This is an optimization exercise on Yosys and OpenROAD, whose aim is small area, not a production implementation.
Function was checked by simulation only, so behaviour that the tests miss may differ from the original.
The clock input has no modelled driver; a real chip could not lean on it and would need a root buffer or a full tree.
No activity file was given, so power comes from the tool's default toggle rates.

violet:
==> module white_ball_motion, before the edit <==
module white_ball_motion (
	input  logic                     clk,
	input  logic                     resetN,
	input  logic                     start_of_frame,
	input  logic                     hit,
	input  logic                     can_cont,
	input  logic [11-1:0] cursor_x,
	input  logic [11-1:0] cursor_y,
	input  logic [4-1:0] power,
	input  logic                     pocket,
	input  logic                     fast_gift,
	input  logic                     slow_gift,
	output logic signed [12-1:0] pos_x,
	output logic signed [12-1:0] pos_y,
	output logic signed [16-1:0] speed_x,
	output logic signed [16-1:0] speed_y,
	output logic                     moving
);
	logic [17:0] px, py;
	logic [15:0] vx, vy;
	logic        req_level_q, req_q, shot_valid_q;
	logic        req_d;
	logic [12:0] xr_q, dy_q;    
	logic [3:0]  pow_q;
	logic [18:0] dx_s, dy_s;
	logic [12:0] m_d;
	logic [3:0]  m_p;
	logic [12:0] row0, row1, row2, row3;
	logic [18:0] acc1, acc2, acc3;
	logic [12:0] prod;
	logic        ovf, pos_ovf, neg_ovf;
	logic [12:0] m_sat;
	assign req_d = hit & can_cont & ~req_level_q;
	assign dx_s = ball_pkg::wb_add18({{6{px[17]}}, px[17:6]}, {7'h7f, ~cursor_x}, 1'b1);
	assign dy_s = ball_pkg::wb_add18({{6{py[17]}}, py[17:6]}, {7'h7f, ~cursor_y}, 1'b1);
	assign m_d = shot_valid_q ? dy_q : xr_q;
	assign m_p = pow_q;
	assign row0 = m_d & {13{m_p[0]}};
	assign row1 = {m_d[11:0], 1'b0} & {13{m_p[1]}};
	assign row2 = {m_d[10:0], 2'b0} & {13{m_p[2]}};
	assign row3 = {m_d[9:0], 3'b0} & {13{m_p[3]}};
	assign acc1 = ball_pkg::wb_add18({5'd0, row0}, {5'd0, row1}, 1'b0);
	assign acc2 = ball_pkg::wb_add18({5'd0, acc1[12:0]}, {5'd0, row2}, 1'b0);
	assign acc3 = ball_pkg::wb_add18({5'd0, acc2[12:0]}, {5'd0, row3}, 1'b0);
	assign prod = acc3[12:0];
	assign ovf = (m_p[1] && m_d[12] != m_d[11]) ||
	             (m_p[2] && m_d[12:10] != {3{m_d[12]}}) ||
	             (m_p[3] && m_d[12:9] != {4{m_d[12]}}) ||
	             (row0[12] == row1[12] && acc1[12] != row0[12]) ||
	             (acc1[12] == row2[12] && acc2[12] != acc1[12]) ||
	             (acc2[12] == row3[12] && acc3[12] != acc2[12]);
	assign pos_ovf = !m_d[12] && ovf;
	assign neg_ovf = m_d[12] && (ovf || prod == 13'h1000);
	assign m_sat   = (pos_ovf || neg_ovf) ? {neg_ovf, {11{pos_ovf}}, 1'b1} : prod;
	always_ff @(posedge clk or negedge resetN) begin
		if (!resetN) begin
			req_level_q  <= 1'b0;
			req_q        <= 1'b0;
			shot_valid_q <= 1'b0;
		end else begin
			req_level_q  <= hit & can_cont;
			req_q        <= req_d;
			shot_valid_q <= req_q;
		end
	end
	always_ff @(posedge clk) begin
		xr_q <= req_q ? m_sat : dx_s[12:0];
		if (req_d) begin
			dy_q  <= dy_s[12:0];
			pow_q <= power;
		end
	end
	logic        sx, sy;
	logic [14:0] ax, ay;
	logic [18:0] dif;
	logic        d_neg, d_zero, d_m1, d_p1;
	logic        dec_x, dec_y, dec_x_q, dec_y_q;
	assign sx = vx[15];
	assign sy = vy[15];
	assign ax = vx[14:0] ^ {15{sx}};
	assign ay = vy[14:0] ^ {15{sy}};
	assign dif = ball_pkg::wb_add18({3'b000, ax}, {3'b111, ~ay}, 1'b1);
	assign d_neg  = dif[15];
	assign d_zero = dif[15:0] == 16'd0;
	assign d_m1   = dif[15:0] == 16'hffff;
	assign d_p1   = dif[15:0] == 16'd1;
	always_comb begin
		case ({sx, sy})
			2'b10: begin
				dec_x = !d_neg || d_m1;
				dec_y = d_neg;
			end
			2'b01: begin
				dec_x = !d_neg && !d_zero;
				dec_y = d_neg || d_zero || d_p1;
			end
			default: begin
				dec_x = !d_neg;
				dec_y = d_neg || d_zero;
			end
		endcase
	end
	wb_axis #(
		.START_RAW (18'(280 * 64)),
		.HIGH_EDGE ((639 - 62) * 64)
	) u_x (
		.clk (clk), .resetN (resetN), .pocket (pocket), .sof (start_of_frame),
		.shot_valid (shot_valid_q), .slow_gift (slow_gift), .fast_gift (fast_gift),
		.shot (xr_q), .dec (dec_x_q), .p_q (px), .v_q (vx)
	);
	wb_axis #(
		.START_RAW (18'(185 * 64)),
		.HIGH_EDGE ((479 - 62) * 64)
	) u_y (
		.clk (clk), .resetN (resetN), .pocket (pocket), .sof (start_of_frame),
		.shot_valid (shot_valid_q), .slow_gift (slow_gift), .fast_gift (fast_gift),
		.shot (m_sat), .dec (dec_y_q), .p_q (py), .v_q (vy)
	);
	always_ff @(posedge clk or negedge resetN) begin
		if (!resetN) begin
			speed_x <= '0;
			speed_y <= '0;
			dec_x_q <= 1'b1;
			dec_y_q <= 1'b1;
		end else begin
			speed_x <= vx;
			speed_y <= vy;
			dec_x_q <= dec_x;
			dec_y_q <= dec_y;
		end
	end
	assign pos_x  = px[17:6];
	assign pos_y  = py[17:6];
	assign moving = |{speed_x, speed_y};
endmodule
clock: 10.0 ns
lec_check: 0
cap_margin: 20
core_margin: 2
core_utilization: 40
cts_buf_list: sky130_fd_sc_hd__clkbuf_4 sky130_fd_sc_hd__clkbuf_8
slew_margin: 20
standard.sh (not shown) runs the stock make flow with config.mk's settings and CLKGATE_MAP_FILE= SYNTH_SCRIPT=/design/flow/synth_recipe.tcl, a recipe that flattens the netlist after the stock synthesis.
==> flow/flow/run.sh <==
#!/bin/bash
# Own layout flow: the standard ORFS flow with
#  - no ABC pass inside yosys synth before the adder extraction, and an
#    area-oriented ABC script for the combinational mapping (registers
#    are untouched: same synthesis script, same flops and names),
#  - the smallest buffer for the port buffers,
#  - a small hand-built clock tree (flow/mytree.tcl): one root buffer and
#    eight leaf buffers, balanced by construction.
set -euo pipefail
here=$(pwd)
rm -rf "$here/abc_scripts"
cp -r "$FLOW_HOME/scripts" "$here/abc_scripts"
cp "$here/flow/abc_area.script" "$here/abc_scripts/abc_area.script"
bash standard.sh SCRIPTS_DIR="$here/abc_scripts" ABC_AREA=1 SYNTH_ARGS=-noabc synth > "$here/synth.log" 2>&1
bash standard.sh \
  'BUFFER_PORTS_ARGS=-buffer_cell sky130_fd_sc_hd__buf_1' \
  "PRE_CTS_TCL=$here/flow/mytree.tcl" \
  finish > "$here/layout.log" 2>&1
Other scripts of this flow, unchanged in this note and not shown: flow/flow/abc_area.script, flow/flow/mytree.tcl
Per the final summary, violet finished and its layout is clean on timing, DRC and antenna.
Changes in ember relative to violet:
-- flow/design.v --
<<< violet, line 98
	logic        req_level_q, req_q, shot_valid_q;
	logic        req_d;
	logic [12:0] xr_q, dy_q;    
	logic [3:0]  pow_q;
	logic [18:0] dx_s, dy_s;
>>> ember, line 98
	logic        req_level_q, req_q, shot_valid_q;
	logic        req_d;
	logic [12:0] xr_q, mr_q;    
	logic [3:0]  pow_q;
	logic [18:0] dx_s, dy_s;
<<< violet, line 111
	assign dx_s = ball_pkg::wb_add18({{6{px[17]}}, px[17:6]}, {7'h7f, ~cursor_x}, 1'b1);
	assign dy_s = ball_pkg::wb_add18({{6{py[17]}}, py[17:6]}, {7'h7f, ~cursor_y}, 1'b1);
	assign m_d = shot_valid_q ? dy_q : xr_q;
	assign m_p = pow_q;
	assign row0 = m_d & {13{m_p[0]}};
>>> ember, line 111
	assign dx_s = ball_pkg::wb_add18({{6{px[17]}}, px[17:6]}, {7'h7f, ~cursor_x}, 1'b1);
	assign dy_s = ball_pkg::wb_add18({{6{py[17]}}, py[17:6]}, {7'h7f, ~cursor_y}, 1'b1);
	assign m_d = mr_q;
	assign m_p = pow_q;
	assign row0 = m_d & {13{m_p[0]}};
<<< violet, line 143
	always_ff @(posedge clk) begin
		xr_q <= req_q ? m_sat : dx_s[12:0];
		if (req_d) begin
			dy_q  <= dy_s[12:0];
			pow_q <= power;
		end
	end
	logic        sx, sy;
	logic [14:0] ax, ay;
	logic [18:0] dif;
	logic        d_neg, d_zero, d_m1, d_p1;
	logic        dec_x, dec_y, dec_x_q, dec_y_q;
	assign sx = vx[15];
	assign sy = vy[15];
	assign ax = vx[14:0] ^ {15{sx}};
	assign ay = vy[14:0] ^ {15{sy}};
	assign dif = ball_pkg::wb_add18({3'b000, ax}, {3'b111, ~ay}, 1'b1);
	assign d_neg  = dif[15];
	assign d_zero = dif[15:0] == 16'd0;
	assign d_m1   = dif[15:0] == 16'hffff;
	assign d_p1   = dif[15:0] == 16'd1;
	always_comb begin
		case ({sx, sy})
			2'b10: begin
				dec_x = !d_neg || d_m1;
				dec_y = d_neg;
			end
			2'b01: begin
				dec_x = !d_neg && !d_zero;
				dec_y = d_neg || d_zero || d_p1;
			end
			default: begin
				dec_x = !d_neg;
				dec_y = d_neg || d_zero;
			end
		endcase
	end
	wb_axis #(
		.START_RAW (18'(280 * 64)),
>>> ember, line 143
	always_ff @(posedge clk) begin
		xr_q <= req_q ? m_sat : dx_s[12:0];
		mr_q <= req_q ? xr_q : dy_s[12:0];
		if (req_d) pow_q <= power;
	end
	logic        sx, same;
	logic [18:0] t;
	logic        t_neg, t_zero;
	logic        dec_x, dec_y, dec_x_q, dec_y_q;
	assign sx     = vx[15];
	assign same   = vx[15] ~^ vy[15];
	assign t      = ball_pkg::wb_add18({3'b000, vx[14:0]}, {3'b000, vy[14:0] ^ {15{same}}}, same);
	assign t_neg  = !t[15];
	assign t_zero = t[15] && t[14:0] == 15'd0;
	assign dec_x  = sx ? (t_neg || t_zero) : !t_neg;
	assign dec_y  = sx ? !t_neg : (t_neg || t_zero);
	wb_axis #(
		.START_RAW (18'(280 * 64)),
<<< violet, line 184
		.clk (clk), .resetN (resetN), .pocket (pocket), .sof (start_of_frame),
		.shot_valid (shot_valid_q), .slow_gift (slow_gift), .fast_gift (fast_gift),
		.shot (xr_q), .dec (dec_x_q), .p_q (px), .v_q (vx)
	);
	wb_axis #(
>>> ember, line 163
		.clk (clk), .resetN (resetN), .pocket (pocket), .sof (start_of_frame),
		.shot_valid (shot_valid_q), .slow_gift (slow_gift), .fast_gift (fast_gift),
		.shot (m_sat), .dec (dec_x_q), .p_q (px), .v_q (vx)
	);
	wb_axis #(
<<< violet, line 192
		.clk (clk), .resetN (resetN), .pocket (pocket), .sof (start_of_frame),
		.shot_valid (shot_valid_q), .slow_gift (slow_gift), .fast_gift (fast_gift),
		.shot (m_sat), .dec (dec_y_q), .p_q (py), .v_q (vy)
	);
	always_ff @(posedge clk or negedge resetN) begin
>>> ember, line 171
		.clk (clk), .resetN (resetN), .pocket (pocket), .sof (start_of_frame),
		.shot_valid (shot_valid_q), .slow_gift (slow_gift), .fast_gift (fast_gift),
		.shot (xr_q), .dec (dec_y_q), .p_q (py), .v_q (vy)
	);
	always_ff @(posedge clk or negedge resetN) begin
==> results.txt <==
Timing, DRC, antenna: 0 failures across violet and ember. Between violet and ember, the cell count went down. ember against violet: global-route usage shows a reduction of 1.7 points; placement row count shows a reduction of 1; combinational cell power shows a reduction of about 14%; count of flip-flops with a built-in enable after synthesis shows a reduction of 13; placement-stage cell area shows a reduction of 3.1%. In the tables for violet and ember, multi-input combinational cell count reads higher with violet. Looking at sum of internal, switching and leakage power across both flows, ember is the stronger of the two, with violet trailing. From violet to ember the numbers moved as follows: first-pass iteration count of the detailed router saw an increase; routed wire length dropped 2500 µm.
No run of this note takes its clock network from TritonCTS; it comes from the design's own scripts or RTL.

---

before:
white_ball_motion, a different RTL version from the one above (not shown whole).
For scale: roughly 810 cells after synthesis, about 140 flip-flops, ~91 I/O pins, ~9100 µm² of cells after synthesis.
==> module white_ball_motion, before the edit <==
module white_ball_motion (
	input  logic                     clk,
	input  logic                     resetN,
	input  logic                     start_of_frame,
	input  logic                     hit,
	input  logic                     can_cont,
	input  logic [11-1:0] cursor_x,
	input  logic [11-1:0] cursor_y,
	input  logic [4-1:0] power,
	input  logic                     pocket,
	input  logic                     fast_gift,
	input  logic                     slow_gift,
	output logic signed [12-1:0] pos_x,
	output logic signed [12-1:0] pos_y,
	output logic signed [16-1:0] speed_x,
	output logic signed [16-1:0] speed_y,
	output logic                     moving
);
	logic [17:0] px, py;
	logic [15:0] vx, vy;
	logic        req_level_q, req_q, shot_valid_q;
	logic        req_d;
	logic [12:0] xr_q, dy_q;    
	logic [3:0]  pow_q;
	logic [18:0] dx_s, dy_s;
	logic [12:0] m_d;
	logic [3:0]  m_p;
	logic [12:0] row0, row1, row2, row3;
	logic [18:0] acc1, acc2, acc3;
	logic [12:0] prod;
	logic        ovf, pos_ovf, neg_ovf;
	logic [12:0] m_sat;
	assign req_d = hit & can_cont & ~req_level_q;
	assign dx_s = ball_pkg::wb_add18({{6{px[17]}}, px[17:6]}, {7'h7f, ~cursor_x}, 1'b1);
	assign dy_s = ball_pkg::wb_add18({{6{py[17]}}, py[17:6]}, {7'h7f, ~cursor_y}, 1'b1);
	assign m_d = shot_valid_q ? dy_q : xr_q;
	assign m_p = pow_q;
	assign row0 = m_d & {13{m_p[0]}};
	assign row1 = {m_d[11:0], 1'b0} & {13{m_p[1]}};
	assign row2 = {m_d[10:0], 2'b0} & {13{m_p[2]}};
	assign row3 = {m_d[9:0], 3'b0} & {13{m_p[3]}};
	assign acc1 = ball_pkg::wb_add18({5'd0, row0}, {5'd0, row1}, 1'b0);
	assign acc2 = ball_pkg::wb_add18({5'd0, acc1[12:0]}, {5'd0, row2}, 1'b0);
	assign acc3 = ball_pkg::wb_add18({5'd0, acc2[12:0]}, {5'd0, row3}, 1'b0);
	assign prod = acc3[12:0];
	assign ovf = (m_p[1] && m_d[12] != m_d[11]) ||
	             (m_p[2] && m_d[12:10] != {3{m_d[12]}}) ||
	             (m_p[3] && m_d[12:9] != {4{m_d[12]}}) ||
	             (row0[12] == row1[12] && acc1[12] != row0[12]) ||
	             (acc1[12] == row2[12] && acc2[12] != acc1[12]) ||
	             (acc2[12] == row3[12] && acc3[12] != acc2[12]);
	assign pos_ovf = !m_d[12] && ovf;
	assign neg_ovf = m_d[12] && (ovf || prod == 13'h1000);
	assign m_sat   = (pos_ovf || neg_ovf) ? {neg_ovf, {11{pos_ovf}}, 1'b1} : prod;
	always_ff @(posedge clk or negedge resetN) begin
		if (!resetN) begin
			req_level_q  <= 1'b0;
			req_q        <= 1'b0;
			shot_valid_q <= 1'b0;
		end else begin
			req_level_q  <= hit & can_cont;
			req_q        <= req_d;
			shot_valid_q <= req_q;
		end
	end
	always_ff @(posedge clk) begin
		xr_q <= req_q ? m_sat : dx_s[12:0];
		if (req_d) begin
			dy_q  <= dy_s[12:0];
			pow_q <= power;
		end
	end
	logic        sx, same;
	logic [18:0] t;
	logic        t_neg, t_zero;
	logic        dec_x, dec_y, dec_x_q, dec_y_q;
	assign sx     = vx[15];
	assign same   = vx[15] ~^ vy[15];
	assign t      = ball_pkg::wb_add18({3'b000, vx[14:0]}, {3'b000, vy[14:0] ^ {15{same}}}, same);
	assign t_neg  = !t[15];
	assign t_zero = t[15] && t[14:0] == 15'd0;
	assign dec_x  = sx ? (t_neg || t_zero) : !t_neg;
	assign dec_y  = sx ? !t_neg : (t_neg || t_zero);
	wb_axis #(
		.START_RAW (18'(280 * 64)),
		.HIGH_EDGE ((639 - 62) * 64)
	) u_x (
		.clk (clk), .resetN (resetN), .pocket (pocket), .sof (start_of_frame),
		.shot_valid (shot_valid_q), .slow_gift (slow_gift), .fast_gift (fast_gift),
		.shot (xr_q), .dec (dec_x_q), .p_q (px), .v_q (vx)
	);
	wb_axis #(
		.START_RAW (18'(185 * 64)),
		.HIGH_EDGE ((479 - 62) * 64)
	) u_y (
		.clk (clk), .resetN (resetN), .pocket (pocket), .sof (start_of_frame),
		.shot_valid (shot_valid_q), .slow_gift (slow_gift), .fast_gift (fast_gift),
		.shot (m_sat), .dec (dec_y_q), .p_q (py), .v_q (vy)
	);
	always_ff @(posedge clk or negedge resetN) begin
		if (!resetN) begin
			speed_x <= '0;
			speed_y <= '0;
			dec_x_q <= 1'b1;
			dec_y_q <= 1'b1;
		end else begin
			speed_x <= vx;
			speed_y <= vy;
			dec_x_q <= dec_x;
			dec_y_q <= dec_y;
		end
	end
	assign pos_x  = px[17:6];
	assign pos_y  = py[17:6];
	assign moving = |{speed_x, speed_y};
endmodule
Settings: LEC_CHECK=0, CAP_MARGIN=20, CORE_MARGIN=2, CORE_UTILIZATION=40, CTS_BUF_LIST=sky130_fd_sc_hd__clkbuf_4 sky130_fd_sc_hd__clkbuf_8, SLEW_MARGIN=20; clock period 10.0 ns.
Scripts as last shown in full above: flow/flow/run.sh
Other scripts of this flow, unchanged in this note and not shown: flow/flow/abc_area.script, flow/flow/mytree.tcl
## Diff of input files: after against before
==> flow/design.v, changed modules only <==
module white_ball_motion (
	input  logic                     clk,
	input  logic                     resetN,
	input  logic                     start_of_frame,
	input  logic                     hit,
	input  logic                     can_cont,
	input  logic [11-1:0] cursor_x,
	input  logic [11-1:0] cursor_y,
	input  logic [4-1:0] power,
	input  logic                     pocket,
	input  logic                     fast_gift,
	input  logic                     slow_gift,
	output logic signed [12-1:0] pos_x,
	output logic signed [12-1:0] pos_y,
	output logic signed [16-1:0] speed_x,
	output logic signed [16-1:0] speed_y,
	output logic                     moving
);
	logic [17:0] px, py;
	logic [15:0] vx, vy;
	logic        req_level_q, req_q, shot_valid_q;
	logic        req_d;
	logic [12:0] xr_q, mr_n_q;  
	logic [3:0]  pow_n_q;       
	logic [18:0] dx_s, dy_s;
	logic [12:0] m_d;
	logic [3:0]  m_p;
	logic [12:0] row0, row1, row2, row3;
	logic [18:0] acc1, acc2, acc3;
	logic [12:0] prod;
	logic        ovf, pos_ovf, neg_ovf;
	logic [12:0] m_sat;
	assign req_d = hit & can_cont & ~req_level_q;
	assign dx_s = ball_pkg::wb_add18({{6{px[17]}}, px[17:6]}, {7'h7f, ~cursor_x}, 1'b1);
	assign dy_s = ball_pkg::wb_add18({{6{py[17]}}, py[17:6]}, {7'h7f, ~cursor_y}, 1'b1);
	assign m_d = ~mr_n_q;
	assign m_p = ~pow_n_q;
	assign row0 = m_d & {13{m_p[0]}};
	assign row1 = {m_d[11:0], 1'b0} & {13{m_p[1]}};
	assign row2 = {m_d[10:0], 2'b0} & {13{m_p[2]}};
	assign row3 = {m_d[9:0], 3'b0} & {13{m_p[3]}};
	assign acc1 = ball_pkg::wb_add18({5'd0, row0}, {5'd0, row1}, 1'b0);
	assign acc2 = ball_pkg::wb_add18({5'd0, acc1[12:0]}, {5'd0, row2}, 1'b0);
	assign acc3 = ball_pkg::wb_add18({5'd0, acc2[12:0]}, {5'd0, row3}, 1'b0);
	assign prod = acc3[12:0];
	assign ovf = (m_p[1] && m_d[12] != m_d[11]) ||
	             (m_p[2] && m_d[12:10] != {3{m_d[12]}}) ||
	             (m_p[3] && m_d[12:9] != {4{m_d[12]}}) ||
	             (row0[12] == row1[12] && acc1[12] != row0[12]) ||
	             (acc1[12] == row2[12] && acc2[12] != acc1[12]) ||
	             (acc2[12] == row3[12] && acc3[12] != acc2[12]);
	assign pos_ovf = !m_d[12] && ovf;
	assign neg_ovf = m_d[12] && (ovf || prod == 13'h1000);
	assign m_sat   = (pos_ovf || neg_ovf) ? {neg_ovf, {11{pos_ovf}}, 1'b1} : prod;
	always_ff @(posedge clk or negedge resetN) begin
		if (!resetN) begin
			req_level_q  <= 1'b0;
			req_q        <= 1'b0;
			shot_valid_q <= 1'b0;
		end else begin
			req_level_q  <= hit & can_cont;
			req_q        <= req_d;
			shot_valid_q <= req_q;
		end
	end
	always_ff @(posedge clk) begin
		xr_q <= req_q ? m_sat : dx_s[12:0];
		mr_n_q <= ~(req_q ? xr_q : dy_s[12:0]);
		if (req_d) pow_n_q <= ~power;
	end
	logic        sx, same;
	logic [18:0] t;
	logic        t_neg, t_zero;
	logic        dec_x, dec_y, dec_x_q, dec_y_q;
	assign sx     = vx[15];
	assign same   = vx[15] ~^ vy[15];
	assign t      = ball_pkg::wb_add18({3'b000, vx[14:0]}, {3'b000, vy[14:0] ^ {15{same}}}, same);
	assign t_neg  = !t[15];
	assign t_zero = t[15] && t[14:0] == 15'd0;
	assign dec_x  = sx ? (t_neg || t_zero) : !t_neg;
	assign dec_y  = sx ? !t_neg : (t_neg || t_zero);
	wb_axis #(
		.START_RAW (18'(280 * 64)),
		.HIGH_EDGE ((639 - 62) * 64)
	) u_x (
		.clk (clk), .resetN (resetN), .pocket (pocket), .sof (start_of_frame),
		.shot_valid (shot_valid_q), .slow_gift (slow_gift), .fast_gift (fast_gift),
		.shot (m_sat), .dec (dec_x_q), .p_q (px), .v_q (vx)
	);
	wb_axis #(
		.START_RAW (18'(185 * 64)),
		.HIGH_EDGE ((479 - 62) * 64)
	) u_y (
		.clk (clk), .resetN (resetN), .pocket (pocket), .sof (start_of_frame),
		.shot_valid (shot_valid_q), .slow_gift (slow_gift), .fast_gift (fast_gift),
		.shot (xr_q), .dec (dec_y_q), .p_q (py), .v_q (vy)
	);
	always_ff @(posedge clk or negedge resetN) begin
		if (!resetN) begin
			speed_x <= '0;
			speed_y <= '0;
			dec_x_q <= 1'b1;
			dec_y_q <= 1'b1;
		end else begin
			speed_x <= vx;
			speed_y <= vy;
			dec_x_q <= dec_x;
			dec_y_q <= dec_y;
		end
	end
	assign pos_x  = px[17:6];
	assign pos_y  = py[17:6];
	assign moving = |{speed_x, speed_y};
endmodule
==> results.txt <==
after: no failed stages, no open violations at the end. Against before, die span in x in after fell slightly. Between before and after, the die height is higher for before. Re routed wire length: after is about 1.4% up on before. From before to after the numbers moved as follows: post-route cell area fell by 1.4%, setup slack after layout went up 13 ps, sequential share of layout area now sits lower, sum of internal, switching and leakage power rose by 11%. Diff before -> after | global-route usage over all layers | increase of 0.26 points.
No run of this note takes its clock network from TritonCTS; it comes from the design's own scripts or RTL.

port drivers added, routing unchanged:
In the flow no input, the clock included, has a driving cell. The finished layouts below were timed again as built, in two steps.
Step 1, drivers: a clkbuf_16 drives clk and a buf_2 each remaining input, both assumed.
Step 2 times the ports against the registers' clock, not the clock port: input delays grow and output delays shrink by t, the midpoint of the rising clock arrivals with the driver on.
Slacks: ideal / step 1 / step 2; pairs: ideal / step 1.
run	t (ns)	slack for setup (ns)	slew at the worst register clock pin (ns)	worst data-port slew with drivers (ns)
violet	0.474	0.384 / 0.401 / -0.072	0.11 / 0.11	0.09
ember	0.473	0.456 / 0.471 / -0.002	0.11 / 0.11	0.03
before	0.472	0.355 / 0.371 / -0.101	0.11 / 0.11	0.04
after	0.479	0.368 / 0.381 / -0.097	0.11 / 0.11	0.04
With both steps, setup timing fails in every run listed, where it was met with ideal ports. The setup slack of after, which loses most, moves by +0.013 ns with the drivers and by -0.465 ns with both steps.
